This design comes from an exercise in tuning for small area, a short achievable clock period and few clock cycles per item on the open sky130 flow, not from production work.
At most, simulation tests tie the RTL to the original design; equivalence was not proved.
Power figures rest on the tool's default switching activity, not on a simulated workload.

// keyed_array_list
module keyed_array_list #(
	parameter int MAX_ENTRIES = 16
) (
	input  logic                  clk,
	input  logic                  arst_n,
	input  logic                  cfg_we,
	input  logic [kal_pkg::CAP_W-1:0]      cfg_data,
	input  logic                  in_valid,
	output logic                  in_stall,
	input  logic [1:0]            kind,
	input  logic [kal_pkg::KEY_W-1:0]      key,
	input  logic [kal_pkg::PAYLOAD_W-1:0]  payload,
	input  logic [kal_pkg::POS_W-1:0]      position,
	output logic                  out_valid,
	input  logic                  out_stall,
	output logic [2:0]            status,
	output logic [kal_pkg::FOUND_W-1:0]    found_position,
	output logic [kal_pkg::COUNT_W-1:0]    entry_count_out,
	output logic                  is_empty,
	output logic                  is_full,
	output logic [kal_pkg::PAYLOAD_W-1:0] found_payload
);
export LEC_CHECK = 0
export ABC_CLOCK_PERIOD_IN_PS = 2800
export CAP_MARGIN = 20
export CORE_MARGIN = 6
export CORE_UTILIZATION = 50
export CTS_CLUSTER_SIZE = 20
export PLACE_DENSITY = 0.65
export SETUP_SLACK_MARGIN = 3.0
export SLEW_MARGIN = 20
export TNS_END_PERCENT = 20
create_clock -name core_clock -period 6.0 [get_ports {clk}]
standard.sh (not shown) runs the stock make flow with config.mk's settings and CLKGATE_MAP_FILE= SYNTH_SCRIPT=/design/flow/synth_recipe.tcl, a recipe that flattens the netlist after the stock synthesis.
==> flow/flow/run.sh <==
#!/bin/bash
# Own layout flow: the standard flow (standard.sh, unchanged synthesis and
# steps) with two placement/CTS choices the flow settings cannot make:
#  - port buffers are plain buf_2 cells (resizable later) instead of the
#    delay cells buffer_ports picks by default;
#  - clock tree sinks are clustered without dummy loads.
# Each tool's output is in the ORFS logs under orfs/logs; the make run's own
# output goes to flow_make.log here.
set -uo pipefail
export BUFFER_PORTS_ARGS="-buffer_cell sky130_fd_sc_hd__buf_2"
export CTS_ARGS="-sink_clustering_enable -repair_clock_nets -sink_clustering_size 24 -sink_clustering_max_diameter 80 -dont_use_dummy_load"
bash standard.sh > flow_make.log 2>&1
rc=$?
# keep a copy of every ORFS step log beside the make log
mkdir -p logs_orfs
cp -r orfs/logs/*/keyed_array_list/base/. logs_orfs/ 2>/dev/null || true
exit $rc
Rerun with:
--- a/flow/design.v
+++ b/flow/design.v
@@ -147,22 +147,20 @@
 	logic [15:0] pm, lower, ge, first_oh, le_n, qdec, gtq;
 	logic        found, is_sr, is_ins, is_rem, badpos, ins_ok, rem_ok, exec;
 	logic [4:0]  q;
 	logic [3:0]  fpos, fslot;
 	logic [2:0]  st;
 	logic [4:0]  n_p1, n_m1, n_nx;
 	logic        fu_p1, fu_m1, full_nx, em_nx;
+	logic [15:0] vmask_nx;
 	logic [3:0]  fs_nx;
 	logic [3:0]  ord_nx [0:15];
 	logic [3:0]  ord_n1;
 	always_comb begin
 		for (int p = 0; p < 16; p++) begin
-			vmask[p] = (n_q > 5'(p));
-		end
-		for (int p = 0; p < 16; p++) begin
 			if (!m_sh[p]) begin
 				pm[p] = b_pmo[p];
 			end else if (!l_ins) begin
 				pm[p] = (p < 15) ? b_pmo[(p < 15) ? p + 1 : 15] : 1'b0;
 			end else if ((p == 0) ? 1'b1 : !m_sh[(p > 0) ? p - 1 : 0]) begin
 				pm[p] = b_eq;
 			end else begin
@@ -206,24 +204,27 @@
 		fu_p1  = (n_p1 >= ecap_q);
 		fu_m1  = (n_m1 >= ecap_q) && (n_q != 5'd0);
 		ord_n1 = ord[n_p1[3:0]];
 		if (ins_ok) begin
 			n_nx     = n_p1;
 			full_nx  = fu_p1;
 			em_nx    = 1'b0;
+			vmask_nx = le_n;
 			fs_nx    = ord_n1;
 		end else if (rem_ok) begin
 			n_nx     = n_m1;
 			full_nx  = fu_m1;
 			em_nx    = (n_q == 5'd1);
+			vmask_nx = {1'b0, vmask[15:1]};
 			fs_nx    = fs;
 		end else begin
 			n_nx     = n_q;
 			full_nx  = full_q;
 			em_nx    = (n_q == 5'd0);
+			vmask_nx = vmask;
 			fs_nx    = fs;
 		end
 		for (int p = 0; p < 16; p++) begin
 			if (ins_ok && qdec[p]) begin
 				ord_nx[p] = fs;
 			end else if (ins_ok && gtq[p] && le_n[p]) begin
 				ord_nx[p] = ord[(p > 0) ? p - 1 : 0];
@@ -236,14 +237,15 @@
 		for (int s = 0; s < 16; s++) begin
 			mem_we[s] = ins_ok & (fs == 4'(s));
 		end
 	end
 	always_ff @(posedge clk or negedge arst_n) begin
 		if (!arst_n) begin
 			n_q   <= '0;
+			vmask <= '0;
 			fs_q  <= '0;
 			full_q <= 1'b0;
 			l_ins  <= 1'b0;
 			l_rem  <= 1'b0;
 			l_fsfix <= 1'b0;
 			for (int p = 0; p < 16; p++) begin
 				ord_q[p] <= 4'(p);
@@ -252,14 +254,15 @@
 			if (cfg_we) begin
 				full_q <= (n_q >= cfg_ecap);
 			end else if (run_q) begin
 				full_q <= full_nx;
 			end
 			if (run_q) begin
 				n_q     <= n_nx;
+				vmask   <= vmask_nx;
 				fs_q    <= fs_nx;
 				l_ins   <= ins_ok;
 				l_rem   <= rem_ok;
 				l_fsfix <= rem_ok & n_q[4];
 				for (int p = 0; p < 16; p++) begin
 					ord_q[p] <= ord_nx[p];
 				end
What happened: The changed run finished clean; total power went down by 0.68%; routed wire length went down by 1.7%; clock skew stays flat; non-clock buffer count is unchanged; sequential power hardly moves; worst setup slack improved by 39 ps; global-route usage went down by 0.72 points; sequential share of layout area went up by 0.12 points; critical path depth went down by 4; core utilization went up by 0.40 points; maximum frequency went up by 1.2%; final cell count went up by 1.1%.
Function was not checked in any run of this note: the RTL went through the layout flow alone.

========
== trial 57 ==
keyed_array_list, a different RTL version from the one above (not shown whole).
Size in the first run: ~3700 cells after synthesis, roughly 1300 flip-flops, ~130 I/O pins.
Settings: LEC_CHECK=0, ABC_CLOCK_PERIOD_IN_PS=2800, CAP_MARGIN=20, CORE_MARGIN=6, CORE_UTILIZATION=50, CTS_CLUSTER_SIZE=20, PLACE_DENSITY=0.65, SETUP_SLACK_MARGIN=3.0, SLEW_MARGIN=20, TNS_END_PERCENT=20; clock period 6.0 ns.
Scripts as last shown in full above: flow/flow/run.sh
Testbench counts of trial 57, summed over its fixed seeds: cycles 2,584, items 2,560.
Relative to trial 57, the following input files were edited for build 26:
--- a/flow/design.v
+++ b/flow/design.v
@@ -79,26 +79,28 @@
 	logic [3:0]  ord_q [0:15];
 	logic [3:0]  ord [0:15];        
 	logic [4:0]  n_q;
 	logic [15:0] vmask;             
 	logic [3:0]  fs_q;              
 	logic [3:0]  fs;
 	logic        full_q;            
-	logic [15:0] m_up, m_dn, m_new;  
+	logic [15:0] m_sh;              
 	logic        l_ins, l_rem;      
 	logic        l_fsfix;           
 	logic [15:0]      mem_we;
 	logic [16*32-1:0] keys, pays;
 	logic        b_v, c_v;
 	logic [1:0]  b_kind;
 	logic [31:0] b_key, b_pay;
 	logic [4:0]  b_pos;
 	logic [15:0] b_pmo;
 	logic        b_eq;
 	logic        b_bp_m1, b_bp_0, b_bp_p1;
+	logic        b_is_sr, b_is_rem;
+	logic        b_ok_m1, b_ok_0, b_ok_p1;  
 	logic [2:0]  c_st;
 	logic [3:0]  c_fpos, c_fslot;
 	logic [4:0]  c_cnt;
 	logic        c_em, c_fu, c_found;
 	kal_store u_store (
 		.clk (clk),
 		.we  (mem_we),
@@ -135,17 +137,24 @@
 		if (run_q) begin
 			b_kind  <= kind;
 			b_key   <= key;
 			b_pay   <= payload;
 			b_pos   <= position;
 			b_pmo   <= pmo;
 			b_eq    <= (key == b_key);
-			b_bp_m1 <= ({1'b0, position} > {1'b0, n_q} - 6'd1);
-			b_bp_0  <= (position > n_q);
-			b_bp_p1 <= ({1'b0, position} > {1'b0, n_q} + 6'd1);
+			b_bp_m1 <= kind[0] && ({1'b0, position} > {1'b0, n_q} - 6'd1);
+			b_bp_0  <= kind[0] && (position > n_q);
+			b_bp_p1 <= kind[0] && ({1'b0, position} > {1'b0, n_q} + 6'd1);
+			b_is_sr  <= kind[0] ^ kind[1];
+			b_is_rem <= (kind == 2'd2);
+			b_ok_m1 <= !(kind[0] ^ kind[1]) &&
+				!(kind[0] && ({1'b0, position} > {1'b0, n_q} - 6'd1));
+			b_ok_0  <= !(kind[0] ^ kind[1]) && !(kind[0] && (position > n_q));
+			b_ok_p1 <= !(kind[0] ^ kind[1]) &&
+				!(kind[0] && ({1'b0, position} > {1'b0, n_q} + 6'd1));
 		end
 	end
 	logic [15:0] pm, lower, ge, first_oh, le_n, qdec, gtq;
 	logic        found, is_sr, is_ins, is_rem, badpos, ins_ok, rem_ok, exec;
 	logic [4:0]  q;
 	logic [3:0]  fpos, fslot;
 	logic [2:0]  st;
@@ -153,22 +162,22 @@
 	logic        fu_p1, fu_m1, full_nx, em_nx;
 	logic [15:0] vmask_nx;
 	logic [3:0]  fs_nx;
 	logic [3:0]  ord_nx [0:15];
 	logic [3:0]  ord_n1;
 	always_comb begin
 		for (int p = 0; p < 16; p++) begin
-			if (m_up[p]) begin
-				pm[p] = (p > 0) ? b_pmo[(p > 0) ? p - 1 : 0] : 1'b0;
-			end else if (m_dn[p]) begin
+			if (!m_sh[p]) begin
+				pm[p] = b_pmo[p];
+			end else if (!l_ins) begin
 				pm[p] = (p < 15) ? b_pmo[(p < 15) ? p + 1 : 15] : 1'b0;
-			end else if (m_new[p]) begin
+			end else if ((p == 0) ? 1'b1 : !m_sh[(p > 0) ? p - 1 : 0]) begin
 				pm[p] = b_eq;
 			end else begin
-				pm[p] = b_pmo[p];
+				pm[p] = (p > 0) ? b_pmo[(p > 0) ? p - 1 : 0] : 1'b0;
 			end
 			pm[p] = pm[p] & vmask[p];
 		end
 		lower[0] = 1'b0;
 		for (int p = 1; p < 16; p++) begin
 			lower[p] = lower[p-1] | pm[p-1];
 		end
@@ -178,20 +187,21 @@
 		fpos  = '0;
 		fslot = '0;
 		for (int p = 0; p < 16; p++) begin
 			fpos  = fpos  | ({4{first_oh[p]}} & 4'(p));
 			fslot = fslot | ({4{first_oh[p]}} & ord[p]);
 		end
 		exec   = run_q & b_v;
-		is_sr  = b_kind[0] ^ b_kind[1];
-		is_ins = !is_sr;
-		is_rem = (b_kind == 2'd2);
+		is_sr  = b_is_sr;
+		is_ins = !b_is_sr;
+		is_rem = b_is_rem;
 		q      = b_kind[0] ? b_pos : n_q;
-		badpos = b_kind[0] & (l_ins ? b_bp_p1 : l_rem ? b_bp_m1 : b_bp_0);
-		ins_ok = exec & is_ins & !full_q & !badpos;
+		badpos = l_ins ? b_bp_p1 : l_rem ? b_bp_m1 : b_bp_0;
+		ins_ok = exec & !full_q &
+			((l_ins & b_ok_p1) | (l_rem & b_ok_m1) | (!l_ins & !l_rem & b_ok_0));
 		rem_ok = exec & is_rem & found;
 		if (is_ins) begin
 			st = full_q ? 3'd1 : badpos ? 3'd2 : 3'd0;
 		end else begin
 			st = found ? 3'd0 : (n_q == 5'd0) ? 3'd4 : 3'd3;
 		end
 		for (int p = 0; p < 16; p++) begin
@@ -267,17 +277,15 @@
 					ord_q[p] <= ord_nx[p];
 				end
 			end
 		end
 	end
 	always_ff @(posedge clk) begin
 		if (run_q) begin
-			m_up   <= ins_ok ? (gtq & le_n) : '0;
-			m_dn   <= rem_ok ? ge : '0;
-			m_new  <= ins_ok ? qdec : '0;
+			m_sh   <= ins_ok ? ((gtq & le_n) | qdec) : rem_ok ? ge : '0;
 		end
 	end
 	always_ff @(posedge clk or negedge arst_n) begin
 		if (!arst_n) begin
 			c_v <= 1'b0;
 		end else if (run_q) begin
 			c_v <= b_v;
==> results.txt <==
For the setup slack, build 26 came in 0.017 ns lower than trial 57 did.
Trial 57 → build 26: net switching power +3.6%; clock period minus worst slack +0.017 ns; proportion of power drawn by the clock network -0.7 points; fmax -0.55%.
Of build 26 and trial 57, the run reporting the higher critical path depth in cells was trial 57.
Testbench counts of build 26, summed over its fixed seeds: cycles 2,584, items 2,560.

## separate check: timing with driven ports
No port has a modelled driver above. Below, the same layouts with a new extraction and two added sets of constraints. Step 1: set_driving_cell puts a clkbuf_16 on clk and a buf_2 on each other input, an assumption about the parent block. Step 2 times the ports against the registers' clock, not the clock port: input delays grow and output delays shrink by t, the midpoint of the rising clock arrivals with the driver on. Slacks: no drivers / after step 1 / after step 2; pairs: no drivers / after step 1.
run | t, ns | setup WS [ns] | latest minus earliest clock arrival (ns)
the first run of note 1 | 0.718 | 2.769 / 2.789 / 2.071 | 0.096 / 0.096
the second run of note 1 | 0.719 | 2.809 / 2.801 / 2.082 | 0.096 / 0.096
trial 57 | 0.748 | 2.881 / 2.881 / 2.161 | 0.078 / 0.077
build 26 | 0.714 | 2.863 / 2.843 / 2.205 | 0.092 / 0.093
After both steps setup and hold are still met in every run listed. For the second run of note 1, which loses most, drivers alone change the setup slack by -0.008 ns; drivers and shift together by -0.727 ns.
